Background: an optimization exercise with open tools, aiming at small area, a short achievable clock period and few clock cycles. Do not read the settings as production practice.
RTL that was checked went through simulation tests only; none was proved equivalent to the original.
The RTL of run 7 was laid out without a check of its function.
Power is estimated from default activity; no workload was simulated.

==> flow/config.mk <==
export PLATFORM = sky130hd
export DESIGN_NAME = packet_truncate_ipv4_fixup_unit
export DESIGN_NICKNAME = packet_truncate_ipv4_fixup_unit
export VERILOG_FILES = /design/flow/design.v
export SDC_FILE = /design/flow/constraint.sdc
export NUM_CORES = 4
export LEC_CHECK = 0
export CAP_MARGIN = 20
export CORE_MARGIN = 2
export CORE_UTILIZATION = 50
export CTS_CLUSTER_DIAMETER = 110
export CTS_CLUSTER_SIZE = 26
export PLACE_DENSITY = 0.65
export SETUP_SLACK_MARGIN = 3.1
export SLEW_MARGIN = 20
==> flow/design.v <==
package ptif_pkg;
  localparam int unsigned HEADER_HOLD_BYTES = 60;
  localparam int unsigned FIFO_DEPTH = HEADER_HOLD_BYTES;
  localparam int unsigned LAST_QUEUE_DEPTH = 2;
  localparam logic REG_ENABLE    = 1'b0;
  localparam logic REG_TRUNC_LEN = 1'b1;
  localparam logic [4:0]  ETH_BASE_LEN = 5'd14;
  localparam logic [4:0]  TAG_LEN      = 5'd4;
  localparam logic [4:0]  TAGGED_IP_OFF = ETH_BASE_LEN + TAG_LEN;
  localparam logic [15:0] TYPE_IPV4    = 16'h0800;
  localparam logic [15:0] TYPE_CTAG    = 16'h8100;
  localparam logic [15:0] TYPE_STAG    = 16'h88A8;
  localparam logic [15:0] POS_TYPE_HI  = 16'd12;
  localparam logic [15:0] POS_TYPE_LO  = 16'd13;
  localparam logic [15:0] POS_INNER_HI = 16'd16;
  localparam logic [15:0] POS_INNER_LO = 16'd17;
  localparam logic [15:0] POS_MAX      = 16'hFFFF;
  localparam logic [3:0] IPV4_VERSION = 4'h4;
  localparam logic [5:0] IPV4_MIN_HDR = 6'd20;
  localparam logic [5:0] OFF_TLEN_HI  = 6'd2;
  localparam logic [5:0] OFF_TLEN_LO  = 6'd3;
  localparam logic [5:0] OFF_CSUM_HI  = 6'd10;
  localparam logic [5:0] OFF_CSUM_LO  = 6'd11;
  localparam logic [15:0] KEEP_MIN_UNTAGGED = 16'(ETH_BASE_LEN) + 16'(IPV4_MIN_HDR);
  localparam logic [15:0] KEEP_MIN_VLAN     = 16'(ETH_BASE_LEN) + 16'(TAG_LEN);
  localparam logic [15:0] KEEP_MIN_TAGGED   = 16'(TAGGED_IP_OFF) + 16'(IPV4_MIN_HDR);
endpackage
import ptif_pkg::*;
module packet_truncate_ipv4_fixup_unit (
  input  logic        clk_i,
  input  logic        rst_ni,
  input  logic        cfg_we_i,
  input  logic        cfg_idx_i,
  input  logic [15:0] cfg_wdata_i,
  input  logic        s_axis_tvalid,
  output logic        s_axis_tready,
  input  logic [23:0] s_axis_tdata,    
  input  logic        s_axis_tlast,
  output logic        m_axis_tvalid,
  input  logic        m_axis_tready,
  output logic [7:0]  m_axis_tdata,    
  output logic        m_axis_tlast
);
  localparam int unsigned N  = FIFO_DEPTH;
  localparam int unsigned AW = 6;
  localparam int unsigned LQ = LAST_QUEUE_DEPTH;
  localparam int unsigned LW = $clog2(LQ);
  function automatic [AW-1:0] inc(input [AW-1:0] p);
    inc = (p == AW'(N - 1)) ? '0 : p + AW'(1);
  endfunction
  function automatic [AW-1:0] dec(input [AW-1:0] p);
    dec = (p == '0) ? AW'(N - 1) : p - AW'(1);
  endfunction
  function automatic [8:0] add8(input [7:0] x, input [7:0] y, input ci);
    reg [7:0] g, p, gg, pp, gn, pn;
    reg [8:0] c;
    g  = x & y;
    p  = x ^ y;
    gg = g;
    pp = p;
    for (int d = 1; d < 8; d = d * 2) begin
      gn = gg;
      pn = pp;
      for (int i = d; i < 8; i++) begin
        gn[i] = gg[i] | (pp[i] & gg[i - d]);
        pn[i] = pp[i] & pp[i - d];
      end
      gg = gn;
      pp = pn;
    end
    c[0] = ci;
    for (int i = 0; i < 8; i++) c[i + 1] = gg[i] | (pp[i] & ci);
    add8 = {c[8], p ^ c[7:0]};
  endfunction
  logic        en_q;
  logic [15:0] tlen_q;
  logic        tlen_nz, tlen_is1, k18, k34, k38;
  logic        first_q;
  logic        cut_q;
  logic [15:0] rem_q;           
  logic [4:0]  pc_q;            
  logic        t08_q, t81_q, t88_q;
  logic        vlan_q, arm14_q, arm18_q;
  logic        hsp_q;           
  logic          hold_q;
  logic [3:0]    ihlm_q;        
  logic [5:0]    hoff_q;        
  logic [15:0]   tot_q;         
  logic [AW-1:0] a0_q;          
  logic          fixp_q;        
  logic [3:0]    fcnt_q;
  logic [7:0]    ax_q, ay_q;    
  logic          ac_q;
  logic [1:0]    fin_q;
  logic [7:0]    mem_q [N];
  logic [AW-1:0] wp_q;
  logic [2:0]    rph_q;         
  logic [7:0]    rpl_q;         
  function automatic rp_is(input [AW-1:0] p);
    rp_is = rph_q == p[5:3] && rpl_q[p[2:0]];
  endfunction
  logic          empty_q, full_q;
  logic [AW-1:0] lq_q [LQ];
  logic [LW-1:0] lqw_q, lqr_q;
  logic [LW:0]   lqc_q;
  logic       ov_q;
  logic [7:0] ob_q;
  logic       ol_q;
  logic       trdy_q;
  assign s_axis_tready = trdy_q;
  assign m_axis_tvalid = ov_q;
  assign m_axis_tdata  = ob_q;
  assign m_axis_tlast  = ol_q;
  logic [7:0]  b;
  logic [15:0] flen;
  logic        l;
  assign b    = s_axis_tdata[7:0];
  assign flen = s_axis_tdata[23:8];
  assign l    = s_axis_tlast;
  assign tlen_nz  = tlen_q != 16'd0;
  assign tlen_is1 = tlen_q == 16'd1;
  assign k18      = tlen_q >= KEEP_MIN_VLAN;
  assign k34      = tlen_q >= KEEP_MIN_UNTAGGED;
  assign k38      = tlen_q >= KEEP_MIN_TAGGED;
  always_ff @(posedge clk_i or negedge rst_ni) begin
    if (!rst_ni) begin
      en_q   <= 1'b0;
      tlen_q <= 16'd0;
    end else if (cfg_we_i) begin
      if (cfg_idx_i == REG_ENABLE) en_q <= cfg_wdata_i[0];
      else                         tlen_q <= cfg_wdata_i;
    end
  end
  logic in_acc, drop, endc, wr, lastbit;
  logic rem_z, rem_o, rem_t, cut_in;
  logic drop_q, end_q;    
  logic drop_d, wok_q;    
  logic at12, at13, at16, at17;
  logic hs, ihl_ok, start, complete, rel_unfixed;
  logic bx08, bx00, bx81, bx88, bxa8;
  assign in_acc  = s_axis_tvalid && trdy_q;
  assign rem_z   = rem_q == 16'd0;
  assign rem_o   = rem_q == 16'd1;
  assign rem_t   = rem_q == 16'd2;
  assign cut_in  = en_q && tlen_nz && (flen > tlen_q);
  assign drop    = drop_q;
  assign endc    = first_q ? (en_q && tlen_is1 && (flen[15:1] != 15'd0))
                           : end_q;
  assign wr      = s_axis_tvalid && wok_q;
  assign lastbit = l || endc;
  assign bx08 = b == 8'h08;
  assign bx00 = b == 8'h00;
  assign bx81 = b == 8'h81;
  assign bx88 = b == 8'h88;
  assign bxa8 = b == 8'hA8;
  assign at12 = !first_q && pc_q == 5'd12;
  assign at13 = !first_q && pc_q == 5'd13;
  assign at16 = !first_q && pc_q == 5'd16;
  assign at17 = !first_q && pc_q == 5'd17;
  assign ihl_ok = b[7:4] == IPV4_VERSION && b[3:0] >= 4'd5 &&
                  (rem_q[15:6] != 10'd0 || rem_q[5:2] >= b[3:0]);
  assign hs       = hsp_q && !first_q;
  assign start    = hs && ihl_ok;
  assign complete = hold_q && hoff_q == {ihlm_q, 2'b11};
  assign rel_unfixed = hold_q && !complete && l;
  logic       first_d, cut_d, arm14_d, arm18_d, hsp_d;
  logic [4:0] pc_d;
  always_comb begin
    first_d = first_q;
    cut_d   = cut_q;
    arm14_d = arm14_q;
    arm18_d = arm18_q;
    pc_d    = pc_q;
    if (in_acc) begin
      first_d = l;
      if (first_q) begin
        cut_d   = cut_in;
        arm14_d = 1'b0;
        arm18_d = 1'b0;
        pc_d    = 5'd1;
      end else begin
        if (pc_q != 5'd31) pc_d = pc_q + 5'd1;
        if (at13) arm14_d = cut_q && t08_q && bx00 && k34;
        if (at17) arm18_d = cut_q && vlan_q && t08_q && bx00 && k38;
      end
    end
    hsp_d = hsp_q;
    if (in_acc)
      hsp_d = !first_q && !l && cut_q && ((arm14_d && pc_q == 5'd13) ||
                                          (arm18_d && pc_q == 5'd17));
  end
  always_comb begin
    drop_d = drop_q;
    if (in_acc) begin
      if (first_q) drop_d = !l && en_q && tlen_is1 && flen[15:1] != 15'd0;
      else         drop_d = !l && cut_q && (rem_z || rem_o);
    end
  end
  always_ff @(posedge clk_i or negedge rst_ni) begin
    if (!rst_ni) begin
      first_q <= 1'b1;
      hsp_q   <= 1'b0;
      drop_q  <= 1'b0;
      end_q   <= 1'b0;
    end else begin
      first_q <= first_d;
      hsp_q   <= hsp_d;
      drop_q <= drop_d;
      if (in_acc) begin
        if (first_q) end_q <= !l && en_q && tlen_q == 16'd2 &&
                              (flen[15:2] != 14'd0 || flen[1:0] == 2'd3);
        else         end_q <= !l && cut_q && rem_t;
      end
    end
  end
  always_ff @(posedge clk_i) begin
    cut_q   <= cut_d;
    arm14_q <= arm14_d;
    arm18_q <= arm18_d;
    pc_q    <= pc_d;
    if (in_acc) begin
      if (first_q) rem_q <= tlen_q - 16'd1;
      else if (!rem_z) rem_q <= rem_q - 16'd1;
      if (at12 || at16) begin
        t08_q <= bx08;
        t81_q <= bx81;
        t88_q <= bx88;
      end
      if (at13) vlan_q <= cut_q && ((t81_q && bx00) || (t88_q && bxa8)) && k18;
    end
  end
  logic [7:0] ad_q;             
  logic       s1_q;             
  logic       step, clr;
  logic [8:0] ssum;
  always_comb begin
    step = s1_q || fin_q != 2'd0;
    clr  = !step && !hold_q && !fixp_q;
    ssum = add8(ay_q, ad_q, ac_q);
  end
  always_ff @(posedge clk_i) begin
    if (!(in_acc && (hsp_q || hold_q)))
      ad_q <= 8'd0;
    else if (hold_q && hoff_q[5:4] == 2'b00 && hoff_q[2:1] == 2'b01)
      ad_q <= hoff_q[3] ? 8'd0 : hoff_q[0] ? tot_q[7:0] : tot_q[15:8];
    else
      ad_q <= b;
  end
  always_ff @(posedge clk_i or negedge rst_ni) begin
    if (!rst_ni) begin
      hold_q <= 1'b0;
      fin_q  <= 2'd0;
      s1_q   <= 1'b0;
    end else begin
      s1_q <= in_acc && (hsp_q || hold_q);
      if (fin_q != 2'd0 && !s1_q) fin_q <= fin_q - 2'd1;
      if (in_acc) begin
        if (start && !l) hold_q <= 1'b1;
        if (complete) begin
          hold_q <= 1'b0;
          fin_q  <= 2'd3;
        end
        if (rel_unfixed) hold_q <= 1'b0;
      end
    end
  end
  always_ff @(posedge clk_i) begin
    if (clr) begin
      ax_q <= 8'd0;
      ay_q <= 8'd0;
      ac_q <= 1'b0;
    end else if (step) begin
      ax_q <= ssum[7:0];
      ay_q <= ax_q;
      ac_q <= ssum[8];
    end
    if (in_acc) begin
      if (hsp_q) begin
        ihlm_q <= b[3:0] - 4'd1;
        hoff_q <= 6'd1;
        tot_q  <= rem_q;
        a0_q   <= wp_q;
      end else if (hold_q) begin
        hoff_q <= hoff_q + 6'd1;
      end
    end
  end
  logic       empty, blocked, out_free, rd;
  logic [7:0] rdata, odata;
  logic       at_a0, olast;
  logic       push, pop;
  logic [15:0] fsum;
  logic [15:0] csum;
  assign empty    = empty_q;
  assign at_a0    = rp_is(a0_q);
  assign blocked  = hold_q && at_a0;
  assign out_free = !ov_q || m_axis_tready;
  assign rd       = !empty && !blocked && out_free;
  logic [7:0] rp_hi, rp_lo;
  logic [7:0] grp [8];
  logic       fsub;
  logic [7:0] fbyte;
  assign fsum = {ax_q, ay_q};
  assign csum = (fsum == 16'd0) ? 16'd0 : ~fsum;
  always_comb begin
    fsub  = 1'b0;
    fbyte = 8'd0;
    if (fixp_q) begin
      case (fcnt_q)
        4'd2:  begin fsub = 1'b1; fbyte = tot_q[15:8]; end
        4'd3:  begin fsub = 1'b1; fbyte = tot_q[7:0];  end
        4'd10: begin fsub = 1'b1; fbyte = csum[15:8];  end
        4'd11: begin fsub = 1'b1; fbyte = csum[7:0];   end
        default: ;
      endcase
    end
    for (int k = 0; k < 8; k++) begin
      rp_hi[k] = rph_q == 3'(k) && !fsub;
      rp_lo[k] = rpl_q[k];
    end
    for (int g = 0; g < 8; g++) begin
      grp[g] = 8'd0;
      for (int j = 0; j < 8; j++) begin
        if (g * 8 + j < N) grp[g] = grp[g] | (mem_q[g * 8 + j] & {8{rp_lo[j]}});
      end
    end
    rdata = fbyte;
    for (int g = 0; g < 8; g++) rdata = rdata | (grp[g] & {8{rp_hi[g]}});
    odata = rdata;
  end
  assign olast = lqc_q != '0 && rp_is(lq_q[lqr_q]);
  assign push  = wr && lastbit;
  assign pop   = rd && olast;
  logic [LW:0] lqc_d;
  logic        empty_d, full_d, lqfull_d, trdy_d;
  logic might_push, hsp_c;
  assign might_push = wr && (l || end_q || (first_q && en_q && tlen_is1));
  always_comb begin
    hsp_c = hsp_q;
    if (in_acc)
      hsp_c = !first_q && !l && cut_q && t08_q &&
              ((pc_q == 5'd13 && k34) || (pc_q == 5'd17 && vlan_q && k38));
  end
  assign trdy_d = !full_d && !lqfull_d && !(hsp_c && fixp_q);
  always_comb begin
    lqc_d = lqc_q;
    if (push && !pop) lqc_d = (lqc_q == '0) ? (LW+1)'(1) : (LW+1)'(2);
    if (pop && !push) lqc_d = (lqc_q == (LW+1)'(2)) ? (LW+1)'(1) : '0;
  end
  assign empty_d  = (empty_q && !wr) || (rp_is(dec(wp_q)) && rd && !wr);
  assign full_d   = (full_q && !rd) || (rp_is(inc(wp_q)) && wr && !rd);
  assign lqfull_d = (lqc_q == (LW+1)'(LQ) && !pop) ||
                    (lqc_q == (LW+1)'(LQ - 1) && might_push && !pop);
  for (genvar i = 0; i < N; i++) begin : g_mem
    always_ff @(posedge clk_i) begin
      if (wr && wp_q == AW'(i)) mem_q[i] <= b;
    end
  end
  always_ff @(posedge clk_i) begin
    if (wr) lq_q[lqw_q] <= wp_q;
    if (rd) begin
      ob_q <= odata;
      ol_q <= olast;
    end
  end
  always_ff @(posedge clk_i or negedge rst_ni) begin
    if (!rst_ni) begin
      wp_q   <= '0;
      rph_q  <= '0;
      rpl_q  <= 8'd1;
      empty_q <= 1'b1;
      full_q  <= 1'b0;
      lqw_q  <= '0;
      lqr_q  <= '0;
      lqc_q  <= '0;
      ov_q   <= 1'b0;
      fixp_q <= 1'b0;
      fcnt_q <= 4'd0;
      trdy_q <= 1'b0;
      wok_q  <= 1'b0;
    end else begin
      if (wr) wp_q <= inc(wp_q);
      if (rd) begin
        if (rph_q == 3'((N - 1) / 8) && rpl_q[(N - 1) % 8]) begin
          rph_q <= '0;
          rpl_q <= 8'd1;
        end else begin
          if (rpl_q[7]) rph_q <= rph_q + 3'd1;
          rpl_q <= {rpl_q[6:0], rpl_q[7]};
        end
      end
      empty_q <= empty_d;
      full_q  <= full_d;
      if (push) lqw_q <= lqw_q + LW'(1);
      if (pop)  lqr_q <= lqr_q + LW'(1);
      lqc_q <= lqc_d;
      if (rd) ov_q <= 1'b1;
      else if (m_axis_tready) ov_q <= 1'b0;
      if (rd && fixp_q) begin
        if (fcnt_q != 4'd0 || at_a0) fcnt_q <= fcnt_q + 4'd1;
        if (fcnt_q == 4'd11) begin
          fixp_q <= 1'b0;
          fcnt_q <= 4'd0;
        end
      end
      if (in_acc && complete) begin
        fixp_q <= 1'b1;
        fcnt_q <= 4'd0;
      end
      trdy_q <= trdy_d;
      wok_q  <= trdy_d && !drop_d;
    end
  end
endmodule
==> flow/constraint.sdc <==
create_clock -name core_clock -period 5.5 [get_ports {clk_i}]
set_input_delay 1.1000 -clock core_clock [delete_from_list [all_inputs] [get_ports {clk_i}]]
set_output_delay 1.1000 -clock core_clock [all_outputs]
set_load 0.01 [all_outputs]
==> flow/run.sh <==
#!/bin/bash
# synth_recipe.tcl (not shown) runs the flow's synth.tcl, then flattens the netlist and writes it again
# the make line also repeats each setting of config.mk as NAME=value (left out here)
make -C /OpenROAD-flow-scripts/flow DESIGN_CONFIG=/design/flow/config.mk WORK_HOME=/design/flow/orfs CLKGATE_MAP_FILE= SYNTH_SCRIPT=/design/flow/synth_recipe.tcl finish
==> results.cfg, run 1 <==
[cells_and_area]
fillCellCount = 4100
drive_above_1_share_pct = 16.74
final_cell_mix = edfxtp_1 (559), a22oi_1 (231), nand2_1 (91)
synthToLayoutAreaGrowth_pct = 13.38
final_common_cell = edfxtp_1
nNetsFinal = 2037
multi_input_area_um2 = 8110
ff_latch_area_um2 = 18790
final_core_util_pct = 57.41

[synth]
syn_area_per_cell_um2 = 14.31
seq_area_frac_synth_pct = 70.39
netlist_instances = 1859
synthesis.nets = 1966
synth_ff_type = edfxtp_1
syn_area_um2 = 26610
ys_ff_latch = 642
ys_warn_count = 3
synth-edff-count = 559
async_flop_share_pct = 8.723
synth_cell_types = 76

[timing]
worstMarginPinSlew_ns = 1.060
fin_hold_ws_ns = 0.4978
min_period_ns = 2.645
worst_slack_ns = 2.855
final_max_slew_viol_count = 0
setup_violations = 0
tns_ns = 0
final-hold-violation-count = 0
rsz0062_at_grt = yes
fin_skew_ns = 0.02690
slew_headroom_pct = 29.04
fmax_mhz = 378.1
period_share_pct = 48.09

[critical_path]
rrSetupSlack_ns = 2.86
cp-start-kind = flip-flop
crit_type = reg2reg
cp_slowest_stage_delay_ns = 0.68
cp_cell_sequence = buf_12 > a22oi_2 > nand4_1 > a222oi_1 > o211ai_1 > o21ai_1 > nand2_1
cp_data_arrival_time_ns = 3.02
cp.required_ns = 5.88
end_kind = flip-flop
slowest_stage = a222oi_1
crit_fanout = 9

[global_routing]
grt_max_degree = 65
antenna_found_initial = 3
grt_pass1_vias = 16929
grt_usage_pct = 26.73
grt_pass1_wl_um = 110300
grt.overflow.total = 0

[drt]
viasPerCell = 6.463
route.vias.total = 16998
avgRoutedWirePerCell_um = 28.78
final_antenna_net_count = 0
drc = 0
drtIter0Drc = 2273
routed_wl_um = 75700
drt-pass1-iter-count = 6

[pwr]
p_per_area_nw_per_um2 = 426.4
p_leak_nw = 9.804
max-vdd-ir-drop_v = 0.0002659

[run]
maxCapViolations = 0

[placement]
portBuffers = 57
place_congestion = 0.9210
pre_cts_slack_ns = 1.450
hpwl_um = 45920

[die]
core_um2 = 52550
start_util_pct = 50.64
pin_count = 58
die-width_um = 234.7
rows = 84
die_area_um2 = 55080
fp.dieH_um = 234.7

[hold_path]
min_path_type = reg2reg

[clock_tree]
cts_tree = done
cts_buffers = 28
clk_transition_reported_paths_ns = 0.11
hold_buffers = 0
cts_buffer_depth = 3
ctsRootBufferMaster = clkbuf_16
clk_latency_ns = 0.62
cts_sinks = 642
htreeDepth = 1

[outcome]
status = timing/DRC/antenna clean
worst paths after layout:
check,start,endpoint,depth (start not counted)
max,rpl_q[7]$_DFFE_PN0P_,ob_q[6]$_DFFE_PP_,7
min,arm18_q$_DFF_P_,arm18_q$_DFF_P_,1
max reg2reg,rpl_q[7]$_DFFE_PN0P_,ob_q[6]$_DFFE_PP_,7
min reg2reg,arm18_q$_DFF_P_,arm18_q$_DFF_P_,1
max in group asynchronous,rst_ni,rpl_q[7]$_DFFE_PN0P_,2
min in group asynchronous,rst_ni,tlen_q[10]$_DFFE_PN0P_,2
cell type report:
class | instances | area share, %
inverters | 51 | 0.6760
repair buffers | 148 | 4.744
diodes | 1 | 0.008294
flip-flops and latches | 642 | 62.27
well taps | 688 | 2.853
clock buffers | 40 | 2.542
multi-input cells | 1059 | 26.88
clock inverters | 1 | 0.02903
worst max-delay path: cells and delay by family (launching register included):
family          cells  cell delay [ns]
simple gates        2             0.29
compound gates      4             1.36
flops               1             0.56
buf+inv             1             0.18
registers in the layout, summed over array words and instances (netlist names), 2 cells and up:
| name | flops |
|---|---|
| ay_q | 8 |
| rpl_q | 8 |
| lqc_q | 2 |
| pc_q | 5 |
| fin_q | 2 |
| tlen_q | 16 |
| tot_q | 16 |
| lq_q | 12 |
| ax_q | 8 |
| ihlm_q | 4 |
| ob_q | 8 |
| ad_q | 8 |
| hoff_q | 6 |
| fcnt_q | 4 |
| mem_q | 480 |
| a0_q | 6 |
| wp_q | 6 |
| rem_q | 16 |
| rph_q | 3 |
cells in the mapped netlist (7+ instances only):
cell / number / share of area (%)
mux2_2: 19 / 0.80
nand2b_1: 11 / 0.26
edfxtp_1: 559 / 63
inv_1: 49 / 0.69
o211ai_1: 7 / 0.20
o21ai_0: 65 / 1.2
dfrtp_1: 53 / 5.0
nor2b_1: 10 / 0.24
a22oi_1: 251 / 7.1
o22a_1: 8 / 0.26
nor2_1: 118 / 1.7
xnor2_1: 46 / 1.5
o22ai_1: 7 / 0.16
mux2i_1: 24 / 0.90
a21o_1: 11 / 0.31
clkbuf_1: 89 / 1.3
and3_1: 15 / 0.35
nand3_1: 33 / 0.62
ha_1: 59 / 2.8
nand2_1: 99 / 1.4
a21oi_1: 46 / 0.87
a22o_1: 20 / 0.66
buf_1: 12 / 0.17
nand4_1: 58 / 1.4
dfxtp_1: 27 / 2.0
nor4_1: 17 / 0.40
nor3_1: 28 / 0.53
xor2_1: 16 / 0.53
repair_timing:
action,4_1_cts,5_1_grt
pin swaps,24,39
setup endpoints to repair,532,73
setup buffers,39,24
cloned,4,2
resized for setup,243,58
metal layers:
metal	vias up	global-route usage [%]	wire (um)
met4	2	9.187	3011
met3	157	3.936	6734
met2	913	42.87	35460
met1	8513	37.61	30480
li1	7413	-	-
met5	-	0	13
report_power, final:
| group | internal (W) | switching, W | total (W) |
|---|---|---|---|
| Sequential | 0.00567 | 0.000334 | 0.00601 |
| Combinational | 0.00161 | 0.00284 | 0.00445 |
| Clock | 0.000975 | 0.00143 | 0.00241 |
| Total | 0.00826 | 0.00461 | 0.0129 |
cells by family (layout without fill, tap and decap cells):
| family | count (synthesis) | count (layout) | synth area share, % |
|---|---|---|---|
| DFF | 642 | 642 | 70.39 |
| AOI/OAI and AO/OA | 472 | 472 | 12.55 |
| and+or+nand+nor | 415 | 415 | 7.598 |
| buffers and inverters | 158 | 240 | 2.299 |
| xor gates and xnor gates | 62 | 62 | 2.041 |
| adders and majority gates | 60 | 60 | 2.849 |
| muxes | 50 | 50 | 2.271 |
| other | 0 | 1 | 0 |
per-stage QoR:
step	cells	power, W	area, um2
after global placement	2519	0.009558	27870
final	2630	0.01287	30170
after CTS	2603	0.01250	29720
after global routing	2630	0.01328	30170
after detailed placement	2519	0.009608	27870
after floorplan	1859	0.008139	26730
Testbench counts, summed over its fixed seeds: cycles 243,794.
==> run 2, diff against run 1 <==
--- a/flow/config.mk
+++ b/flow/config.mk
@@ -10,6 +10,6 @@
 export CORE_UTILIZATION = 50
 export CTS_CLUSTER_DIAMETER = 110
 export CTS_CLUSTER_SIZE = 26
-export PLACE_DENSITY = 0.65
-export SETUP_SLACK_MARGIN = 3.1
+export PLACE_DENSITY = 0.7
+export SETUP_SLACK_MARGIN = 2.95
 export SLEW_MARGIN = 20
==> run 2 against run 1 <==
- largest power group unchanged
- highest routed layer is now met4
- still clean on timing, DRC and antenna
- synthesized cell count unchanged
- critical path depth fell by 2
- design area shrank 1.3%
- via count grew 0.30%
- synthesized area unchanged
- power fell by 3.1%
==> results.cfg, run 2 <==
[placement]
portBuffers = 57
place_congestion = 0.9079
hpwl_um = 43900

[synth]
synthesis.nets = 1966
synth_cell_types = 76
ys_ff_latch = 642
ys_warn_count = 3
synth_top_cell_by_area = edfxtp_1
syn_area_per_cell_um2 = 14.31
synth_top_area_share_pct = 63.08
netlist_instances = 1859
async_flop_share_pct = 8.723
syn_area_um2 = 26610
synth-edff-count = 559
synth_most_common_cell = edfxtp_1
yosys-top-cells-area = edfxtp_1 (63%), a22oi_1 (7.1%), dfrtp_1 (5.0%)
seq_area_frac_synth_pct = 70.39
yosys-top-cells-count = edfxtp_1 (559), a22oi_1 (251), nor2_1 (118)
synth_ff_type = edfxtp_1

[pwr]
p_per_area_nw_per_um2 = 418.8
max-vdd-ir-drop_v = 0.0002728
swShare_pct = 35.59
seqPwrFrac_pct = 48.6
netSwitchingPower_w = 0.004438
combPwrFrac_pct = 31.9
pwr-share-clk_pct = 19.6
p_leak_nw = 9.635
intPower_w = 0.008033

[die]
core_um2 = 52550
rows = 84
die_area_um2 = 55080
pin_count = 58
start_util_pct = 50.64
die-width_um = 234.7
fp.dieH_um = 234.7

[hold_path]
min-delay-start = arm18_q$_DFF_P_
min_path_type = reg2reg

[timing]
setup_violations = 0
rsz0062_at_grt = yes
final_max_slew_viol_count = 0
min_period_ns = 2.567
tns_ns = 0
slew_headroom_pct = 32.72
fin_hold_ws_ns = 0.4879
final-hold-violation-count = 0
period_share_pct = 46.67
fin_skew_ns = 0.03432
worstMarginPinSlew_ns = 1.005
fmax_mhz = 389.6

[drt]
drt-pass1-iter-count = 8
final_antenna_net_count = 0
viasPerCell = 6.537
routed_wl_um = 72140
avgRoutedWirePerCell_um = 27.66
drc = 0
route.vias.total = 17049
drtIter0Drc = 2597

[global_routing]
grt_usage_pct = 25.15
grt.overflow.total = 0
grt_max_degree = 70
antenna_found_initial = 1
grt_pass1_vias = 16594
grt_pass1_wl_um = 104900

[clock_tree]
cts_tree = done
htreeDepth = 1
clk_transition_reported_paths_ns = 0.10
ctsRootBufferMaster = clkbuf_16
clk_latency_ns = 0.63
cts_sinks = 642
cts_buffers = 28
cts_buffer_depth = 3

[critical_path]
cp-startpoint = s_axis_tvalid
crit_fanout = 13
end_kind = flip-flop
cp-start-kind = primary input
r2r-start = rph_q[2]$_DFFE_PN0P_
crit_type = in2reg
cp_data_arrival_time_ns = 2.86
cp.required_ns = 5.79

[outcome]
status = timing/DRC/antenna clean

[cells_and_area]
nNetsFinal = 2004
largest_register_ffs = 480
drive_above_1_share_pct = 12.98
final_cell_mix = edfxtp_1 (559), a22oi_1 (248), nand2_1 (95)
top_register = mem_q
final_common_cell = edfxtp_1
synthToLayoutAreaGrowth_pct = 11.91

[run]
maxCapViolations = 0
run 2: worst paths after layout:
kind                                               end  slack (ns)  cells after the start
worst max-delay path            mem_q[11][5]$_DFFE_PP_        2.93                      5
worst min-delay path                   arm18_q$_DFF_P_        0.49                      1
worst max register to register       ob_q[5]$_DFFE_PP_        2.94                      7
worst min register to register         arm18_q$_DFF_P_        0.49                      1
max in group asynchronous         rpl_q[5]$_DFFE_PN0P_        4.24                      2
min in group asynchronous       tlen_q[12]$_DFFE_PN0P_        0.62                      2
run 2: stage by stage:
step | worst slack (ns) | power [W] | utilization, % | std cells | area (um2)
after global placement | 1.762 | 0.009472 | 52.81 | 2516 | 27750
after detailed placement | 1.631 | 0.009520 | 52.81 | 2516 | 27750
after floorplan | 2.902 | 0.008122 | - | 1859 | 26620
after CTS | 2.938 | 0.01216 | 55.95 | 2589 | 29400
final | 2.933 | 0.01247 | 56.67 | 2608 | 29780
after global routing | 2.878 | 0.01288 | 56.67 | 2608 | 29780
run 2: power by group through the flow:
stage                     clock network, W  registers (W)  logic, W
after floorplan                          0        0.00591   0.00221
after global placement                   0        0.00615   0.00333
after detailed placement                 0        0.00615   0.00337
after CTS                          0.00246        0.00603   0.00367
after global routing               0.00262        0.00609   0.00417
final                              0.00244        0.00606   0.00397
run 2: critical path: stages:
cell	delay, ns
clkdlybuf4s50_1	0.57
nand2_2	0.25
or3_4	0.49
buf_4	0.20
nor2_4	0.23
run 2: final cells by class:
type / count / area (um2)
sequential: 642 / 18760
tap: 688 / 860.8
timing repair buffer: 115 / 1182
inverter: 51 / 209.0
clock buffer: 50 / 783.3
multi-input combinational: 1059 / 7953
clock inverter: 2 / 25.02
antenna: 1 / 2.502
fill: 4089 / 22770
run 2: repair_timing:
item	in CTS	in global routing
pin swaps	9	16
hold buffers	0	0
setup endpoints to repair	533	235
gates cloned	1	3
gates resized for setup	189	51
buffers inserted	20	15
run 2: cells by family (layout without fill, tap and decap cells):
family                   after synthesis  count (layout)  synth area share, %
flip-flops                           642             642                70.39
adder cells (fa/ha/maj)               60              60                2.849
other                                  0               1                    0
AO/OA/AOI/OAI                        472             472                12.55
buffers and inverters                158             218                2.299
XOR/XNOR                              62              62                2.041
AND/OR/NAND/NOR                      415             415                7.598
multiplexers                          50              50                2.271
run 2: routing by layer:
metal | part of all wire [%] | routed length [um] | vias up | GRT usage [%]
li1 | - | - | 7357 | -
met1 | 39 | 28000 | 8411 | 34.37
met2 | 46 | 33150 | 1092 | 39.87
met3 | 11 | 7853 | 189 | 5.639
met4 | 4.3 | 3135 | 0 | 8.957
met5 | 0 | 0 | - | 0
==> run 3, diff against run 2 <==
--- a/flow/config.mk
+++ b/flow/config.mk
@@ -11,5 +11,5 @@
 export CTS_CLUSTER_DIAMETER = 110
 export CTS_CLUSTER_SIZE = 26
 export PLACE_DENSITY = 0.7
-export SETUP_SLACK_MARGIN = 2.95
+export SETUP_SLACK_MARGIN = 3.2
 export SLEW_MARGIN = 20
==> run 3 against run 2 <==
- register-to-register slack better by 0.09 ns
- sequential cell count stayed put
- design area is 2.8% higher
- global-route usage is 0.16 points higher
- wire length is 1.0% lower
- utilization is 1.6 points higher
- power is 4.3% higher
- highest routed layer unchanged
==> results.cfg, run 3 <==
[die]
rows = 84
fp.dieH_um = 234.7
core_um2 = 52550
die_area_um2 = 55080
pin_count = 58
die-width_um = 234.7
start_util_pct = 50.64

[clock_tree]
cts_tree = done
clk_transition_reported_paths_ns = 0.10
cts_sinks = 642
htreeDepth = 1
cts_buffer_depth = 3
cts_buffers = 28
ctsRootBufferMaster = clkbuf_16
clk_latency_ns = 0.61

[synth]
ys_warn_count = 3
synth_top_cell_by_area = edfxtp_1
yosys-top-cells-area = edfxtp_1 (63%), a22oi_1 (7.1%), dfrtp_1 (5.0%)
synth_cell_types = 76
synthesis.nets = 1966
yosys.area_share.simple_pct = 7.598
yosys-top-cells-count = edfxtp_1 (559), a22oi_1 (251), nor2_1 (118)
async_flop_share_pct = 8.723
seq_area_frac_synth_pct = 70.39
synth_fa_ha_area_share_pct = 2.849
ys_ff_latch = 642
synth_ff_type = edfxtp_1
synth-edff-count = 559
syn_area_um2 = 26610
synth_compound_area_share_pct = 12.55
muxShareOfSynthArea_pct = 2.271
netlist_instances = 1859
synth_xor_area_share_pct = 2.041
syn_area_per_cell_um2 = 14.31
synth_top_family_by_area = compound AO/OA/AOI/OAI gates
synth_most_common_cell = edfxtp_1
synth_top_area_share_pct = 63.08

[drt]
drt-pass1-iter-count = 7
route.vias.total = 17068
final_antenna_net_count = 0
routed_wl_um = 71410
avgRoutedWirePerCell_um = 27.13
drtIter0Drc = 2308
drc = 0
viasPerCell = 6.485

[critical_path]
cp.depth = 8
crit_fanout = 6
crit_type = reg2reg
cp-startpoint = rpl_q[1]$_DFFE_PN0P_
path_buf_inv = 3
cp_data_arrival_time_ns = 2.82
cp_slowest_stage_delay_ns = 0.55
end_kind = flip-flop
reg2reg_depth = 8
cp-start-kind = flip-flop
crit_family = compound AO/OA/AOI/OAI gates
timing.rr.end = ob_q[2]$_DFFE_PP_
r2r-start = rpl_q[1]$_DFFE_PN0P_
slowest_stage = dfrtp_4
cp_cell_sequence = buf_12 > buf_12 > buf_4 > a22oi_2 > nand4_1 > a22o_1 > a222oi_1 > o21ai_1
critPathMostFrequentCell = buf_12
cp.required_ns = 5.85
rrSetupSlack_ns = 3.03

[cells_and_area]
ff_latch_area_um2 = 18770
drive_above_1_share_pct = 19.25
fin_area_um2 = 30610
final_cell_mix = edfxtp_1 (559), a22oi_1 (223), nand2_1 (88)
top_register = mem_q
multi_input_area_um2 = 8374
fillCellCount = 3985
largest_register_ffs = 480
final_common_cell = edfxtp_1
nNetsFinal = 2039
synthToLayoutAreaGrowth_pct = 15.04

[pwr]
max-vdd-ir-drop_v = 0.0002882
p_per_area_nw_per_um2 = 424.9
fin_total_pwr_w = 0.01301
p_leak_nw = 9.842

[hold_path]
hold_depth = 2
min_path_type = reg2reg
min-delay-start = ac_q$_SDFFE_PP0P_
hold_end = ac_q$_SDFFE_PP0P_

[placement]
pre_cts_slack_ns = 1.609
place_area_um2 = 28130
place_congestion = 0.9356
hpwl_um = 43920
portBuffers = 57

[timing]
fmax_mhz = 404.9
worstMarginPinSlew_ns = 0.8214
tns_ns = 0
setup_violations = 0
min_period_ns = 2.470
final-hold-violation-count = 0
final_max_slew_viol_count = 0
worst_slack_ns = 3.030
period_share_pct = 44.91
rsz0062_at_grt = yes
fin_skew_ns = 0.02070
slew_headroom_pct = 45.24
fin_hold_ws_ns = 0.4959

[global_routing]
grt.overflow.total = 0
grt_pass1_vias = 16560
grt_max_degree = 64
antenna_found_initial = 2
grt_usage_pct = 25.31
grt_pass1_wl_um = 106100

[run]
maxCapViolations = 0

[outcome]
status = timing/DRC/antenna clean
## run 3: cells by family (layout without fill, tap and decap cells)
family / Yosys count / count (layout)
multiplexers: 50 / 50
AND/OR/NAND/NOR: 415 / 415
other: 0 / 1
flip-flops: 642 / 642
AO/OA/AOI/OAI: 472 / 472
XOR/XNOR: 62 / 62
buffers and inverters: 158 / 242
adder cells (fa/ha/maj): 60 / 60
## run 3: metal layers
metal / track usage [%] / routed length [um] / vias to the layer above
met5: 0 / 0 / -
met4: 9.072 / 2864 / 0
met3: 3.301 / 6334 / 173
met2: 40.45 / 33530 / 988
met1: 35.85 / 28680 / 8500
li1: - / - / 7407
## run 3: how the worst max path moves through the flow
stage	to
after floorplan	cut_q$_DFFE_PP_
after global placement	mem_q[43][1]$_DFFE_PP_
after detailed placement	mem_q[42][2]$_DFFE_PP_
after CTS	lqc_q[0]$_DFFE_PN0P_
after global routing	fcnt_q[3]$_DFFE_PN0P_
final	ob_q[2]$_DFFE_PP_
## run 3: metrics by stage
stage / std cells / utilization, %
after floorplan: 1859 / -
after global placement: 2523 / 53.53
after detailed placement: 2523 / 53.53
after CTS: 2612 / 57.24
after global routing: 2632 / 58.25
final: 2632 / 58.25
## run 3: worst reg2reg max path, stage by stage (launching register included)
cell	delay, ns
dfrtp_4	0.55
buf_12	0.17
buf_12	0.14
buf_4	0.14
a22oi_2	0.16
nand4_1	0.14
a22o_1	0.26
a222oi_1	0.53
o21ai_1	0.11
## run 3: report_power, final
part	total [W]	internal [W]	leakage [nW]	switching [W]
registers	0.00601	0.00567	5.93	0.000348
logic	0.00460	0.00176	3.54	0.00283
clock network	0.00240	0.000975	0.375	0.00142
## run 3: repair_timing
| item | CTS | global route |
|---|---|---|
| hold buffers | 0 | 0 |
| gates cloned | 8 | 1 |
| pin swaps | 32 | 61 |
| resized for setup | 221 | 93 |
| buffers inserted | 40 | 18 |
| setup endpoints to repair | 586 | 465 |
## run 3: area by class of cell
cell class,instances,share of cell area [%]
Clock buffer,40,2.506
Antenna cell,1,0.008175
Clock inverter,1,0.02861
Inverter,51,0.6908
Multi-Input combinational cell,1059,27.36
Sequential cell,642,61.33
Timing Repair Buffer,150,5.269
Tap cell,688,2.812
==> run 4, diff against run 3 <==
--- a/flow/config.mk
+++ b/flow/config.mk
@@ -11,5 +11,6 @@
 export CTS_CLUSTER_DIAMETER = 110
 export CTS_CLUSTER_SIZE = 26
 export PLACE_DENSITY = 0.7
-export SETUP_SLACK_MARGIN = 3.2
+export SETUP_SLACK_MARGIN = 3.1
 export SLEW_MARGIN = 20
+export TNS_END_PERCENT = 50
==> run 4 against run 3 <==
- still clean
- sequential share of layout area rose by 0.35 points
- clock power is 5% higher
- clock skew up 0.017 ns
- synthesized cell count unchanged
- setup slack lost 0.049 ns
- design area down 0.58%
- synthesized area unchanged
- power increased by 0.19%
- sequential cell count unchanged
- wire length rose by 6.0%
- first-iteration DRC count up 21%
==> results.cfg, run 4 <==
[die]
rows = 84
die-width_um = 234.7
die_area_um2 = 55080
pin_count = 58
fp.dieH_um = 234.7
start_util_pct = 50.64
core_um2 = 52550

[clock_tree]
htreeDepth = 1
clk_transition_reported_paths_ns = 0.10
clk_latency_ns = 0.63
ctsRootBufferMaster = clkbuf_16
cts_tree = done
cts_sinks = 642
cts_buffer_depth = 3
hold_buffers = 0
cts_buffers = 29

[global_routing]
grt_max_degree = 71
grt_usage_pct = 25.08
grt_pass1_wl_um = 105200
antenna_found_initial = 2
grt_pass1_vias = 16393
grt.overflow.total = 0

[hold_path]
hold_end = arm14_q$_DFF_P_
min-delay-start = arm14_q$_DFF_P_
hold_depth = 1
min_path_type = reg2reg

[synth]
yosys-top-cells-count = edfxtp_1 (559), a22oi_1 (251), nor2_1 (118)
synth_top_area_share_pct = 63.08
yosys-top-cells-area = edfxtp_1 (63%), a22oi_1 (7.1%), dfrtp_1 (5.0%)
synth_most_common_cell = edfxtp_1
synth_ff_type = edfxtp_1
synth-edff-count = 559
ys_warn_count = 3
ys_ff_latch = 642
synth_cell_types = 76
synth_top_cell_by_area = edfxtp_1
netlist_instances = 1859
syn_area_per_cell_um2 = 14.31
syn_area_um2 = 26610
async_flop_share_pct = 8.723
seq_area_frac_synth_pct = 70.39
synthesis.nets = 1966

[drt]
route.vias.total = 17595
final_antenna_net_count = 0
avgRoutedWirePerCell_um = 28.72
drt-pass1-iter-count = 9
viasPerCell = 6.677
drc = 0
drtIter0Drc = 2787
routed_wl_um = 75680

[cells_and_area]
stdcell_count = 2635
top_register = mem_q
synthToLayoutAreaGrowth_pct = 14.37
final_cell_mix = edfxtp_1 (559), a22oi_1 (239), nand2_1 (91)
nNetsFinal = 2041
largest_register_ffs = 480
drive_above_1_share_pct = 16.35
final_common_cell = edfxtp_1

[pwr]
max-vdd-ir-drop_v = 0.0002781
p_leak_nw = 9.862
p_per_area_nw_per_um2 = 428.2

[timing]
fmax_mhz = 397.0
rsz0062_at_grt = yes
tns_ns = 0
worstMarginPinSlew_ns = 1.046
final-hold-violation-count = 0
min_period_ns = 2.519
setup_violations = 0
final_max_slew_viol_count = 0
slew_headroom_pct = 29.98
fin_skew_ns = 0.03819
period_share_pct = 45.80

[critical_path]
crit_family = flip-flops
rrSetupSlack_ns = 3.03
cp_data_arrival_time_ns = 1.42
cp_slowest_stage_delay_ns = 0.47
timing.rr.end = wok_q$_DFF_PN0_
r2r-start = wp_q[1]$_DFFE_PN0P_
path_buf_inv = 1
cp-startpoint = ob_q[5]$_DFFE_PP_
slowest_stage = edfxtp_1
cp-start-kind = flip-flop
crit_type = reg2out
crit_fanout = 1
reg2reg_depth = 8
cp_cell_sequence = dlygate4sd2_1
cp.required_ns = 4.40
end_kind = output port

[placement]
post-place-cells = 2517
hpwl_um = 43640
portBuffers = 57
place_congestion = 0.8843

[outcome]
status = timing/DRC/antenna clean

[run]
maxCapViolations = 0
-- run 4: cell counts after synthesis --
No cell type changed its count.
-- run 4: area by class of cell --
type / instances / area (um2)
fillers: 3954 / 22120
flip-flops and latches: 642 / 18770
inverters: 51 / 201.4
diodes: 2 / 5.005
multi-input cells: 1059 / 8088
well taps: 688 / 860.8
clock inverters: 6 / 87.58
repair buffers: 151 / 1669
clock buffers: 36 / 752.0
-- run 4: what timing repair did --
item / in CTS / in global routing
buffers inserted: 29 / 33
setup endpoints to repair: 532 / 523
gates cloned: 0 / 12
gates resized for setup: 178 / 87
pin swaps: 13 / 25
-- run 4: power breakdown --
| part | internal (W) | leakage, nW | total, W | switching [W] |
|---|---|---|---|---|
| registers | 0.00566 | 5.93 | 0.00605 | 0.000385 |
| logic | 0.00162 | 3.52 | 0.00447 | 0.00285 |
| clock network | 0.00104 | 0.405 | 0.00252 | 0.00148 |
| total | 0.00832 | 9.86 | 0.0130 | 0.00471 |
-- run 4: layer usage --
metal,global-route usage (%),wire length [um]
met1,35.67,29020
met2,40.47,35360
met3,3.419,8401
met4,7.633,2906
met5,0,0
-- run 4: kinds of logic after synthesis --
kind of cell               synth area share (%)
DFF                                       70.39
AOI/OAI and AO/OA                         12.55
and+or+nand+nor                           7.598
buffers and inverters                     2.299
xor gates and xnor gates                  2.041
adders and majority gates                 2.849
muxes                                     2.271
-- run 4: per-stage QoR --
stage	utilization [%]	cell area (um2)	power, W	setup slack [ns]	hold slack, ns
2_1_floorplan	-	26720	0.008138	2.945	0.4439
3_3_place_gp	52.99	27850	0.009496	1.729	0.4517
3_5_place_dp	52.99	27850	0.009566	1.613	0.4658
4_1_cts	56.15	29510	0.01221	2.916	0.4915
5_1_grt	57.91	30430	0.01340	2.950	0.5093
6_report	57.91	30430	0.01303	2.981	0.4888
-- run 4: worst max path at each step --
stage	endpoint	slack (ns)	cells after the start
floorplan	cut_q$_DFFE_PP_	2.94	8
global placement	mem_q[45][1]$_DFFE_PP_	1.73	5
detailed placement	mem_q[17][2]$_DFFE_PP_	1.61	5
CTS	ob_q[1]$_DFFE_PP_	2.92	8
global route	wok_q$_DFF_PN0_	2.95	8
finish	m_axis_tdata[5]	2.98	1
==> run 5, diff against run 4 <==
--- a/flow/config.mk
+++ b/flow/config.mk
@@ -13,4 +13,3 @@
 export PLACE_DENSITY = 0.7
 export SETUP_SLACK_MARGIN = 3.1
 export SLEW_MARGIN = 20
-export TNS_END_PERCENT = 50
==> run 5 against run 4 <==
- still clean
- first-iteration DRC count shrank 14%
- sequential cell count is the same
- global-route usage down 0.11 points
- design area fell by 1.5%
- combinational power fell by 6.7%
- clock skew is 0.0095 ns lower
- sequential share of layout area grew 0.92 points
- maximum frequency increased by 5.0%
- via count down 3.9%
- worst hold slack better by 0.0029 ns
- critical path type is now reg2reg
- critical endpoint is now ob_q[6]$_DFFE_PP_
- highest routed layer is now met5
==> results.cfg, run 5 <==
[cells_and_area]
drive_above_1_share_pct = 15.83
stdcell_count = 2615
top_register = mem_q
ff_latch_area_um2 = 18770
antennaDiodeCount = 0
final_common_cell = edfxtp_1
largest_register_ffs = 480
nNetsFinal = 2012
fillCellCount = 4100
final_cell_mix = edfxtp_1 (559), a22oi_1 (241), nand2_1 (90)
synthToLayoutAreaGrowth_pct = 12.68
multi_input_area_um2 = 8143

[critical_path]
cp-start-kind = flip-flop
crit_type = reg2reg
timing.rr.end = ob_q[6]$_DFFE_PP_
cp_data_arrival_time_ns = 2.79
path_buf_inv = 1
crit_fanout = 61
end_kind = flip-flop
r2r-start = rpl_q[5]$_DFFE_PN0P_
crit_family = compound AO/OA/AOI/OAI gates
cp.required_ns = 5.90
cp_cell_sequence = buf_8 > a22oi_2 > nand4_1 > a222oi_1 > o211ai_1 > o21ai_1 > nand2_1
slowest_stage = a222oi_1
rrSetupSlack_ns = 3.10
cp_slowest_stage_delay_ns = 0.49
reg2reg_depth = 7

[hold_path]
min-delay-start = arm14_q$_DFF_P_
hold_end = arm14_q$_DFF_P_
min_path_type = reg2reg
hold_depth = 1

[synth]
synth_ff_type = edfxtp_1
synth_cell_types = 76
synth_top_area_share_pct = 63.08
ys_warn_count = 3
async_flop_share_pct = 8.723
ys_ff_latch = 642
syn_area_um2 = 26610
syn_area_per_cell_um2 = 14.31
yosys-top-cells-area = edfxtp_1 (63%), a22oi_1 (7.1%), dfrtp_1 (5.0%)
synthesis.nets = 1966
yosys-top-cells-count = edfxtp_1 (559), a22oi_1 (251), nor2_1 (118)
netlist_instances = 1859
seq_area_frac_synth_pct = 70.39
synth-edff-count = 559
synth_most_common_cell = edfxtp_1
synth_top_cell_by_area = edfxtp_1

[die]
pin_count = 58
fp.dieH_um = 234.7
rows = 84
start_util_pct = 50.64
die_area_um2 = 55080
core_um2 = 52550
die-width_um = 234.7

[placement]
portBuffers = 57
place_congestion = 0.9089
hpwl_um = 43420
post-place-cells = 2517

[global_routing]
grt_pass1_vias = 16470
grt_pass1_wl_um = 104700
grt_usage_pct = 24.97
grt.overflow.total = 0
antenna_found_initial = 1
grt_max_degree = 71

[drt]
final_antenna_net_count = 0
viasPerCell = 6.465
drtIter0Drc = 2405
wl_met1_um = 28790
top_layer = met5
met2_wirelength_um = 33830
route.vias.total = 16907
avgRoutedWirePerCell_um = 27.23
met3WireLength_um = 5605
drc = 0
drt-pass1-iter-count = 6
routed_wl_um = 71200

[timing]
min_period_ns = 2.398
setup_violations = 0
slew_headroom_pct = 38.98
period_share_pct = 43.61
fmax_mhz = 417.0
worstMarginPinSlew_ns = 0.9153
fin_skew_ns = 0.02872
final_max_slew_viol_count = 0
rsz0062_at_grt = yes
tns_ns = 0
final-hold-violation-count = 0

[run]
maxCapViolations = 0

[clock_tree]
clk_transition_reported_paths_ns = 0.10
ctsRootBufferMaster = clkbuf_16
cts_buffers = 28
cts_buffer_depth = 3
cts_tree = done
clk_latency_ns = 0.63
cts_sinks = 642
htreeDepth = 1

[pwr]
p_leak_nw = 9.609
max-vdd-ir-drop_v = 0.0003002
p_per_area_nw_per_um2 = 419.9

[outcome]
status = timing/DRC/antenna clean
run 5: cell counts after synthesis:
No cell type changed its count.
run 5: timing repair:
| action | CTS | global route |
|---|---|---|
| gates cloned | 1 | 3 |
| gates resized for setup | 252 | 51 |
| hold endpoints to repair | 0 | 0 |
| hold buffers | 0 | 0 |
| endpoints found under the setup margin | 559 | 38 |
| pin swaps | 22 | 18 |
| setup buffers | 16 | 26 |
run 5: final cells by class:
cell class | instances | area share [%]
clock buffers | 49 | 2.600
clock inverters | 3 | 0.1377
inverters | 51 | 0.6676
multi-input cells | 1059 | 27.16
flip-flops and latches | 642 | 62.60
well taps | 688 | 2.871
repair buffers | 123 | 3.968
run 5: power breakdown:
group	internal [W]	switching, W	leakage [nW]
Sequential	0.00566	0.000327	5.93
Clock	0.000983	0.00145	0.386
Combinational	0.00147	0.00270	3.29
run 5: logic make-up (layout without fill, tap and decap cells):
group                    Yosys count  count (layout)  synth area share (%)
AO/OA/AOI/OAI                    472             472                 12.55
XOR/XNOR                          62              62                 2.041
adder cells (fa/ha/maj)           60              60                 2.849
buffers and inverters            158             226                 2.299
flip-flops                       642             642                 70.39
multiplexers                      50              50                 2.271
AND/OR/NAND/NOR                  415             415                 7.598
run 5: how the worst max path moves through the flow:
stage | cells past startpoint | startpoint | to | slack (ns)
6_report | 7 | rpl_q[5]$_DFFE_PN0P_ | ob_q[6]$_DFFE_PP_ | 3.10
3_5_place_dp | 5 | s_axis_tvalid | mem_q[46][0]$_DFFE_PP_ | 1.64
2_1_floorplan | 8 | s_axis_tdata[17] | cut_q$_DFFE_PP_ | 2.94
5_1_grt | 11 | rpl_q[0]$_DFFE_PN1P_ | lqc_q[0]$_DFFE_PN0P_ | 3.05
4_1_cts | 10 | tlen_q[10]$_DFFE_PN0P_ | lqc_q[1]$_DFFE_PN0P_ | 3.08
3_3_place_gp | 5 | s_axis_tvalid | mem_q[42][5]$_DFFE_PP_ | 1.73
run 5: through the flow:
stage          power (W)  utilization [%]  area [um2]  worst slack (ns)  hold WS [ns]
6_report         0.01259            57.06       29990             3.102        0.4917
5_1_grt          0.01303            57.06       29990             3.047        0.5098
4_1_cts          0.01223            56.15       29510             3.078        0.4966
3_5_place_dp    0.009561            53.00       27850             1.640        0.4705
3_3_place_gp    0.009503            53.00       27850             1.727        0.4522
2_1_floorplan   0.008139                -       26730             2.945        0.4439
run 5: metal layers:
metal	vias up	track usage, %
met5	-	0
met4	2	8.381
met3	162	3.912
met2	919	40.01
met1	8467	35.09
li1	7357	-
==> run 6, diff against run 5 <==
--- a/flow/config.mk
+++ b/flow/config.mk
@@ -10,6 +10,6 @@
 export CORE_UTILIZATION = 50
 export CTS_CLUSTER_DIAMETER = 110
 export CTS_CLUSTER_SIZE = 26
-export PLACE_DENSITY = 0.7
+export PLACE_DENSITY = 0.75
 export SETUP_SLACK_MARGIN = 3.1
 export SLEW_MARGIN = 20
==> run 6 against run 5 <==
- highest routed layer is now met4
- setup slack worse by 0.087 ns
- wire length up 3.1%
- clock-buffer cell count down 12
- critical endpoint is now ob_q[4]$_DFFE_PP_
- non-clock buffer count up 15
- critical path depth down 1
- maximum frequency down 3.5%
- still clean on timing, DRC and antenna
- synthesized area unchanged
- register-to-register slack worse by 0.09 ns
- clock skew down 0.0090 ns
- critical path type unchanged
- via count up 3.1%
- power up 0.90%
- largest power group unchanged
==> results.cfg, run 6 <==
[synth]
synth_top_family_by_area = compound AO/OA/AOI/OAI gates
seq_area_frac_synth_pct = 70.39
synthesis.nets = 1966
syn_area_um2 = 26610
ys_ff_latch = 642
yosys.area_share.simple_pct = 7.598
yosys-top-cells-area = edfxtp_1 (63%), a22oi_1 (7.1%), dfrtp_1 (5.0%)
yosys-top-cells-count = edfxtp_1 (559), a22oi_1 (251), nor2_1 (118)
synth_most_common_cell = edfxtp_1
synth_ff_type = edfxtp_1
synth_cell_types = 76
synth_top_cell_by_area = edfxtp_1
synth_compound_area_share_pct = 12.55
async_flop_share_pct = 8.723
syn_area_per_cell_um2 = 14.31
synth_xor_area_share_pct = 2.041
muxShareOfSynthArea_pct = 2.271
netlist_instances = 1859
synth-edff-count = 559
synth_top_area_share_pct = 63.08
ys_warn_count = 3
synth_fa_ha_area_share_pct = 2.849

[global_routing]
grt_pass1_vias = 16830
grt_pass1_wl_um = 104900
antenna_found_initial = 0
grt_max_degree = 70
grt.overflow.total = 0
grt_usage_pct = 24.96

[die]
core_um2 = 52550
die-width_um = 234.7
die_area_um2 = 55080
start_util_pct = 50.64
fp.dieH_um = 234.7
pin_count = 58
rows = 84

[cells_and_area]
largest_register_ffs = 480
stdcell_count = 2617
synthToLayoutAreaGrowth_pct = 13.12
drive_above_1_share_pct = 16.43
final_cell_mix = edfxtp_1 (559), a22oi_1 (229), nand2_1 (93)
top_register = mem_q
nNetsFinal = 2027
antennaDiodeCount = 0
fillCellCount = 3944
final_common_cell = edfxtp_1

[outcome]
status = timing/DRC/antenna clean

[timing]
final_max_slew_viol_count = 0
setup_violations = 0
fmax_mhz = 402.4
tns_ns = 0
period_share_pct = 45.19
worst_slack_ns = 3.015
fin_skew_ns = 0.01971
min_period_ns = 2.485
rsz0062_at_grt = yes
slew_headroom_pct = 37.65
worstMarginPinSlew_ns = 0.9352
final-hold-violation-count = 0

[pwr]
max-vdd-ir-drop_v = 0.0002536
p_leak_nw = 9.686
p_per_area_nw_per_um2 = 422.1

[clock_tree]
clk_latency_ns = 0.63
hold_buffers = 0
cts_buffer_depth = 3
cts_sinks = 642
cts_tree = done
ctsRootBufferMaster = clkbuf_16
htreeDepth = 1
cts_buffers = 28
clk_transition_reported_paths_ns = 0.11

[drt]
final_antenna_net_count = 0
viasPerCell = 6.658
drt-pass1-iter-count = 6
drtIter0Drc = 3079
route.vias.total = 17423
drc = 0
routed_wl_um = 73420
avgRoutedWirePerCell_um = 28.05

[placement]
hpwl_um = 43520
place_congestion = 0.9566
pre_cts_slack_ns = 1.657
post-place-cells = 2516
portBuffers = 57

[run]
maxCapViolations = 0

[critical_path]
cp_data_arrival_time_ns = 2.85
crit_fanout = 9
end_kind = flip-flop
crit_type = reg2reg
cp-start-kind = flip-flop
cp.required_ns = 5.86

[hold_path]
min_path_type = reg2reg
[run 6: cell types whose count changed in the layout (fill, tap and decap cells not counted), sizes merged]
cell           previous run  this run
buf                      80        93
bufbuf                    1         0
clkbuf                   55        45
clkdlybuf4s50            20        21
clkinv                    2         3
clkinvlp                  1         0
dlygate4sd2              15        12
dlymetal6s2s              1         4
inv                      51        50
[run 6: layer usage]
| layer | global-route usage, % | vias to the layer above | wire length [um] |
|---|---|---|---|
| li1 | - | 7381 | - |
| met1 | 34.76 | 8621 | 27670 |
| met2 | 39.55 | 1202 | 33900 |
| met3 | 4.065 | 219 | 8310 |
| met4 | 9.916 | 0 | 3539 |
| met5 | 0 | - | 0 |
[run 6: stage by stage]
| step | cell area [um2] | hold WS [ns] | utilization [%] | power (W) |
|---|---|---|---|---|
| 2_1_floorplan | 26730 | 0.4439 | - | 0.008139 |
| 3_3_place_gp | 27850 | 0.4519 | 52.99 | 0.009438 |
| 3_5_place_dp | 27850 | 0.4703 | 52.99 | 0.009518 |
| 4_1_cts | 29530 | 0.4946 | 56.20 | 0.01217 |
| 5_1_grt | 30100 | 0.5194 | 57.28 | 0.01306 |
| 6_report | 30100 | 0.4904 | 57.28 | 0.01271 |
[run 6: final timing paths]
| path | start | slack [ns] | cells past startpoint | end |
|---|---|---|---|---|
| worst max-delay path | rpl_q[3]$_DFFE_PN0P_ | 3.01 | 6 | ob_q[4]$_DFFE_PP_ |
| worst min-delay path | arm14_q$_DFF_P_ | 0.49 | 1 | arm14_q$_DFF_P_ |
| worst max register to register | rpl_q[3]$_DFFE_PN0P_ | 3.01 | 6 | ob_q[4]$_DFFE_PP_ |
| worst min register to register | arm14_q$_DFF_P_ | 0.49 | 1 | arm14_q$_DFF_P_ |
| max in group asynchronous | rst_ni | 4.26 | 2 | rpl_q[7]$_DFFE_PN0P_ |
| min in group asynchronous | rst_ni | 0.59 | 2 | tlen_q[10]$_DFFE_PN0P_ |
[run 6: critical path, cell delays in order (launching register included)]
cell,delay [ns]
dfrtp_4,0.60
clkbuf_16,0.23
a22oi_1,0.22
nand4_1,0.18
a22o_1,0.32
a222oi_1,0.50
o21ai_0,0.15
[run 6: area by class of cell]
cell class                 instances  area, um2  area share [%]
sequential                       642      18780           62.39
tap                              688      860.8           2.860
clock buffer                      37      734.5           2.440
multi-input combinational       1059       8097           26.90
clock inverter                     2      25.02         0.08313
timing repair buffer             138       1401           4.655
inverter                          51      203.9          0.6775
[run 6: cell families after synthesis]
family / after synthesis
flops: 642
compound gates: 472
buf+inv: 158
mux: 50
xor+xnor: 62
simple gates: 415
fa+ha+maj: 60
[run 6: power by group]
group	switching, W	internal [W]
combinational	0.00276	0.00151
sequential	0.000382	0.00567
clock	0.00144	0.000945
total	0.00458	0.00813
[run 6: repair_timing]
action | 4_1_cts | 5_1_grt
pin swaps | 19 | 30
buffers inserted | 36 | 18
gates cloned | 0 | 8
resized for setup | 232 | 65
setup endpoints to repair | 559 | 29
==> run 7, diff against run 6 <==
--- a/flow/design.v
+++ b/flow/design.v
@@ -229,31 +229,26 @@
       if (at13) vlan_q <= cut_q && ((t81_q && bx00) || (t88_q && bxa8)) && k18;
     end
   end
-  logic [7:0] ad_q;             
-  logic       s1_q;             
   logic       step, clr;
+  logic [7:0] addend;
   logic [8:0] ssum;
   always_comb begin
-    step = s1_q || fin_q != 2'd0;
-    clr  = !step && !hold_q && !fixp_q;
-    ssum = add8(ay_q, ad_q, ac_q);
-  end
-  always_ff @(posedge clk_i) begin
-    if (!(in_acc && (hsp_q || hold_q)))
-      ad_q <= 8'd0;
-    else if (hold_q && hoff_q[5:4] == 2'b00 && hoff_q[2:1] == 2'b01)
-      ad_q <= hoff_q[3] ? 8'd0 : hoff_q[0] ? tot_q[7:0] : tot_q[15:8];
-    else
-      ad_q <= b;
+    step   = (in_acc && (hsp_q || hold_q)) || fin_q != 2'd0;
+    clr    = !step && !hold_q && !fixp_q;
+    addend = b;
+    if (fin_q != 2'd0) addend = 8'd0;
+    else if (hold_q && hoff_q[5:4] == 2'b00 && hoff_q[2:1] == 2'b01) begin
+      if (hoff_q[3]) addend = 8'd0;
+      else           addend = hoff_q[0] ? tot_q[7:0] : tot_q[15:8];
+    end
+    ssum = add8(ay_q, addend, ac_q);
   end
   always_ff @(posedge clk_i or negedge rst_ni) begin
     if (!rst_ni) begin
       hold_q <= 1'b0;
       fin_q  <= 2'd0;
-      s1_q   <= 1'b0;
     end else begin
-      s1_q <= in_acc && (hsp_q || hold_q);
-      if (fin_q != 2'd0 && !s1_q) fin_q <= fin_q - 2'd1;
+      if (fin_q != 2'd0) fin_q <= fin_q - 2'd1;
       if (in_acc) begin
         if (start && !l) hold_q <= 1'b1;
         if (complete) begin
--- a/flow/config.mk
+++ b/flow/config.mk
@@ -7,9 +7,7 @@
 export LEC_CHECK = 0
 export CAP_MARGIN = 20
 export CORE_MARGIN = 2
-export CORE_UTILIZATION = 50
-export CTS_CLUSTER_DIAMETER = 110
-export CTS_CLUSTER_SIZE = 26
-export PLACE_DENSITY = 0.75
+export CORE_UTILIZATION = 40
+export PLACE_DENSITY = 0.6
 export SETUP_SLACK_MARGIN = 3.1
 export SLEW_MARGIN = 20
==> run 7 against run 6 <==
- via count up 2.9%
- design area up 11%
- critical path depth up 7
- non-clock buffer count up 80
- final cell count up 13%
- register-to-register slack worse by 0.12 ns
- wire length up 8.5%
==> results.cfg, run 7 <==
[synth]
synth_cell_types = 71
yosys-top-cells-area = edfxtp_1 (63%), dfrtp_1 (4.9%), a22oi_1 (3.9%)
yosys-top-cells-count = edfxtp_1 (559), a22oi_1 (138), nor2_1 (123)
netlist_instances = 1848
synth_top_cell_by_area = edfxtp_1
syn_area_um2 = 26470
syn_area_per_cell_um2 = 14.32
ys_warn_count = 3
synth-edff-count = 559
seq_area_frac_synth_pct = 70.07
synthesis.nets = 1954
ys_ff_latch = 633
synth_most_common_cell = edfxtp_1
synth_top_area_share_pct = 63.42
synth_ff_type = edfxtp_1
async_flop_share_pct = 8.689

[cells_and_area]
fin_area_um2 = 33320
drive_above_1_share_pct = 27.14
final_common_cell = edfxtp_1
final_cell_mix = edfxtp_1 (559), a22oi_1 (134), buf_4 (111)
top_register = mem_q
synthToLayoutAreaGrowth_pct = 25.87
largest_register_ffs = 480
nNetsFinal = 2141

[clock_tree]
cts_tree = done
cts_buffers = 68
clk_latency_ns = 0.62
clk_transition_reported_paths_ns = 0.06
htreeDepth = 3
ctsRootBufferMaster = clkbuf_16
cts_sinks = 633
cts_buffer_depth = 3

[timing]
period_share_pct = 47.39
worst_slack_ns = 2.893
min_period_ns = 2.607
final_max_slew_viol_count = 0
worstMarginPinSlew_ns = 0.8328
fin_skew_ns = 0.04740
tns_ns = 0
setup_violations = 0
fmax_mhz = 383.6
rsz0062_at_grt = yes
slew_headroom_pct = 44.48
final-hold-violation-count = 0

[hold_path]
min_path_type = reg2reg
hold_end = arm18_q$_DFF_P_
min-delay-start = arm18_q$_DFF_P_
hold_depth = 2

[die]
die_area_um2 = 68250
start_util_pct = 40.33
pin_count = 58
fp.dieH_um = 261.2
rows = 94
die-width_um = 261.2
core_um2 = 65630

[critical_path]
timing.rr.end = ax_q[7]$_SDFFE_PP0P_
rrSetupSlack_ns = 2.89
cp-start-kind = flip-flop
end_kind = flip-flop
crit_type = reg2reg
r2r-start = hoff_q[2]$_SDFFCE_PP0P_
crit_fanout = 4
cp.required_ns = 6.00
cp_data_arrival_time_ns = 3.11
cp_slowest_stage_delay_ns = 0.40
reg2reg_depth = 13
cp_cell_sequence = nor2_1 > nand4_1 > nor3_2 > a21oi_4 > nor2_4 > ha_4 > a21o_1 > a21o_1 > a21oi_4 > o21ai_4 > a31oi_2 > xor2_1 > o21ai_1
slowest_stage = edfxtp_1

[run]
maxCapViolations = 0

[drt]
drt-pass1-iter-count = 5
viasPerCell = 6.067
avgRoutedWirePerCell_um = 26.97
route.vias.total = 17923
met3WireLength_um = 7158
wl_met1_um = 33230
routed_wl_um = 79660
met2_wirelength_um = 36180
top_layer = met4
drc = 0
final_antenna_net_count = 0
drtIter0Drc = 2098

[pwr]
p_per_area_nw_per_um2 = 361.1
p_leak_nw = 10.89
max-vdd-ir-drop_v = 0.0002310

[global_routing]
antenna_found_initial = 0
grt_pass1_wl_um = 116000
grt_usage_pct = 23.07
grt.overflow.total = 0
grt_max_degree = 64
grt_pass1_vias = 17468

[placement]
place_area_um2 = 28220
place_congestion = 0.8956
pre_cts_slack_ns = 1.499
portBuffers = 57
hpwl_um = 48140

[outcome]
status = timing/DRC/antenna clean
-- run 7: cell count changes in the layout (fill, tap and decap cells not counted), moves of 30 or more --
cell | before | now
nand4_1 | 58 | 12
buf_4 | 56 | 111
nor2_2 | 2 | 32
a22o_1 | 20 | 56
clkbuf_16 | 36 | 70
a22oi_1 | 229 | 134
a221oi_2 | 1 | 31
-- run 7: final cells by class --
type | instances | area, um2
fillers | 5431 | 32310
flip-flops and latches | 633 | 18600
multi-input cells | 1061 | 9052
repair buffers | 218 | 2107
clock buffers | 92 | 1864
well taps | 864 | 1081
clock inverters | 32 | 385.4
inverters | 53 | 219.0
diodes | 1 | 2.502
-- run 7: logic make-up (layout without fill, tap and decap cells) --
family	after synthesis	count (layout)	synth area share (%)
AOI/OAI and AO/OA	480	480	12.99
other	0	1	0
and+or+nand+nor	413	413	7.455
xor gates and xnor gates	60	60	1.985
buffers and inverters	154	395	2.316
muxes	49	49	2.368
DFF	633	633	70.07
adders and majority gates	59	59	2.817
-- run 7: metrics by stage --
stage	std cells	utilization [%]	hold slack [ns]	total power [W]
after floorplan	1848	-	0.4190	0.006683
after global placement	2701	43.00	0.4539	0.007146
after detailed placement	2701	43.00	0.4663	0.007172
after CTS	2923	49.32	0.4757	0.01195
after global routing	2953	50.76	0.4890	0.01240
final	2954	50.76	0.4793	0.01203
-- run 7: power breakdown --
| part | internal, W | leakage [nW] | total, W | switching (W) |
|---|---|---|---|---|
| registers | 0.00554 | 5.89 | 0.00585 | 0.000314 |
| logic | 0.000575 | 3.90 | 0.00155 | 0.000972 |
| clock network | 0.00270 | 1.10 | 0.00463 | 0.00194 |
-- run 7: metal layers --
metal  vias to the layer above  GRT usage, %
met4                         0         9.785
met2                       947         34.71
met3                       152         4.181
met1                      9127         32.99
li1                       7697             -
met5                         -             0
-- run 7: critical path: cells and delay by family, from the launching register on --
family | cells | cell delay [ns]
xor gates and xnor gates | 1 | 0.17
DFF | 1 | 0.40
adders and majority gates | 1 | 0.21
and+or+nand+nor | 4 | 0.72
AOI/OAI and AO/OA | 7 | 1.00
-- run 7: worst max-delay path by stage --
stage / from / end / cells after the start
detailed placement: s_axis_tvalid / mem_q[46][4]$_DFFE_PP_ / 5
floorplan: s_axis_tdata[0] / ax_q[7]$_SDFFE_PP0P_ / 10
global route: hoff_q[2]$_SDFFCE_PP0P_ / ax_q[7]$_SDFFE_PP0P_ / 13
finish: hoff_q[2]$_SDFFCE_PP0P_ / ax_q[7]$_SDFFE_PP0P_ / 13
CTS: hoff_q[4]$_SDFFCE_PP0P_ / ax_q[6]$_SDFFE_PP0P_ / 13
global placement: s_axis_tvalid / mem_q[43][5]$_DFFE_PP_ / 5
-- run 7: repair_timing --
| action | in CTS | in global routing |
|---|---|---|
| endpoints found under the hold margin | 0 | 0 |
| cloned | 4 | 0 |
| hold buffers | 0 | 0 |
| setup buffers | 94 | 30 |
| pin swaps | 77 | 63 |
| gates resized for setup | 257 | 115 |
| endpoints found under the setup margin | 616 | 299 |

-- re-timing with driven ports --
The flow's constraints put no driver on any port. The routed layouts listed below were extracted and timed again, unchanged, in two steps. Step 1: set_driving_cell puts a clkbuf_16 on clk_i and a buf_2 on each other input, an assumption about the parent block. Step 2 times the ports against the registers' clock, not the clock port: input delays grow and output delays shrink by t, the midpoint of the rising clock arrivals with the driver on. a / b / c = ideal ports / drivers / drivers and shift; a / b = the first two.
run	t, ns	slack for setup (ns)	worst data-port slew with drivers (ns)	cell pins on the clock port's net
run 1	0.675	2.855 / 2.855 / 2.470	0.07	1
run 2	0.678	2.933 / 2.938 / 2.279	0.06	1
run 3	0.665	3.030 / 3.030 / 2.509	0.07	1
run 4	0.677	2.981 / 2.918 / 2.383	0.13	1
run 5	0.679	3.102 / 3.097 / 2.526	0.06	1
run 6	0.678	3.015 / 3.015 / 2.565	0.07	1
run 7	0.660	2.893 / 2.893 / 2.275	0.07	1
After both steps every run listed still meets setup and hold. For run 2, which loses most, drivers alone change the setup slack by +0.005 ns; drivers and shift together by -0.654 ns.
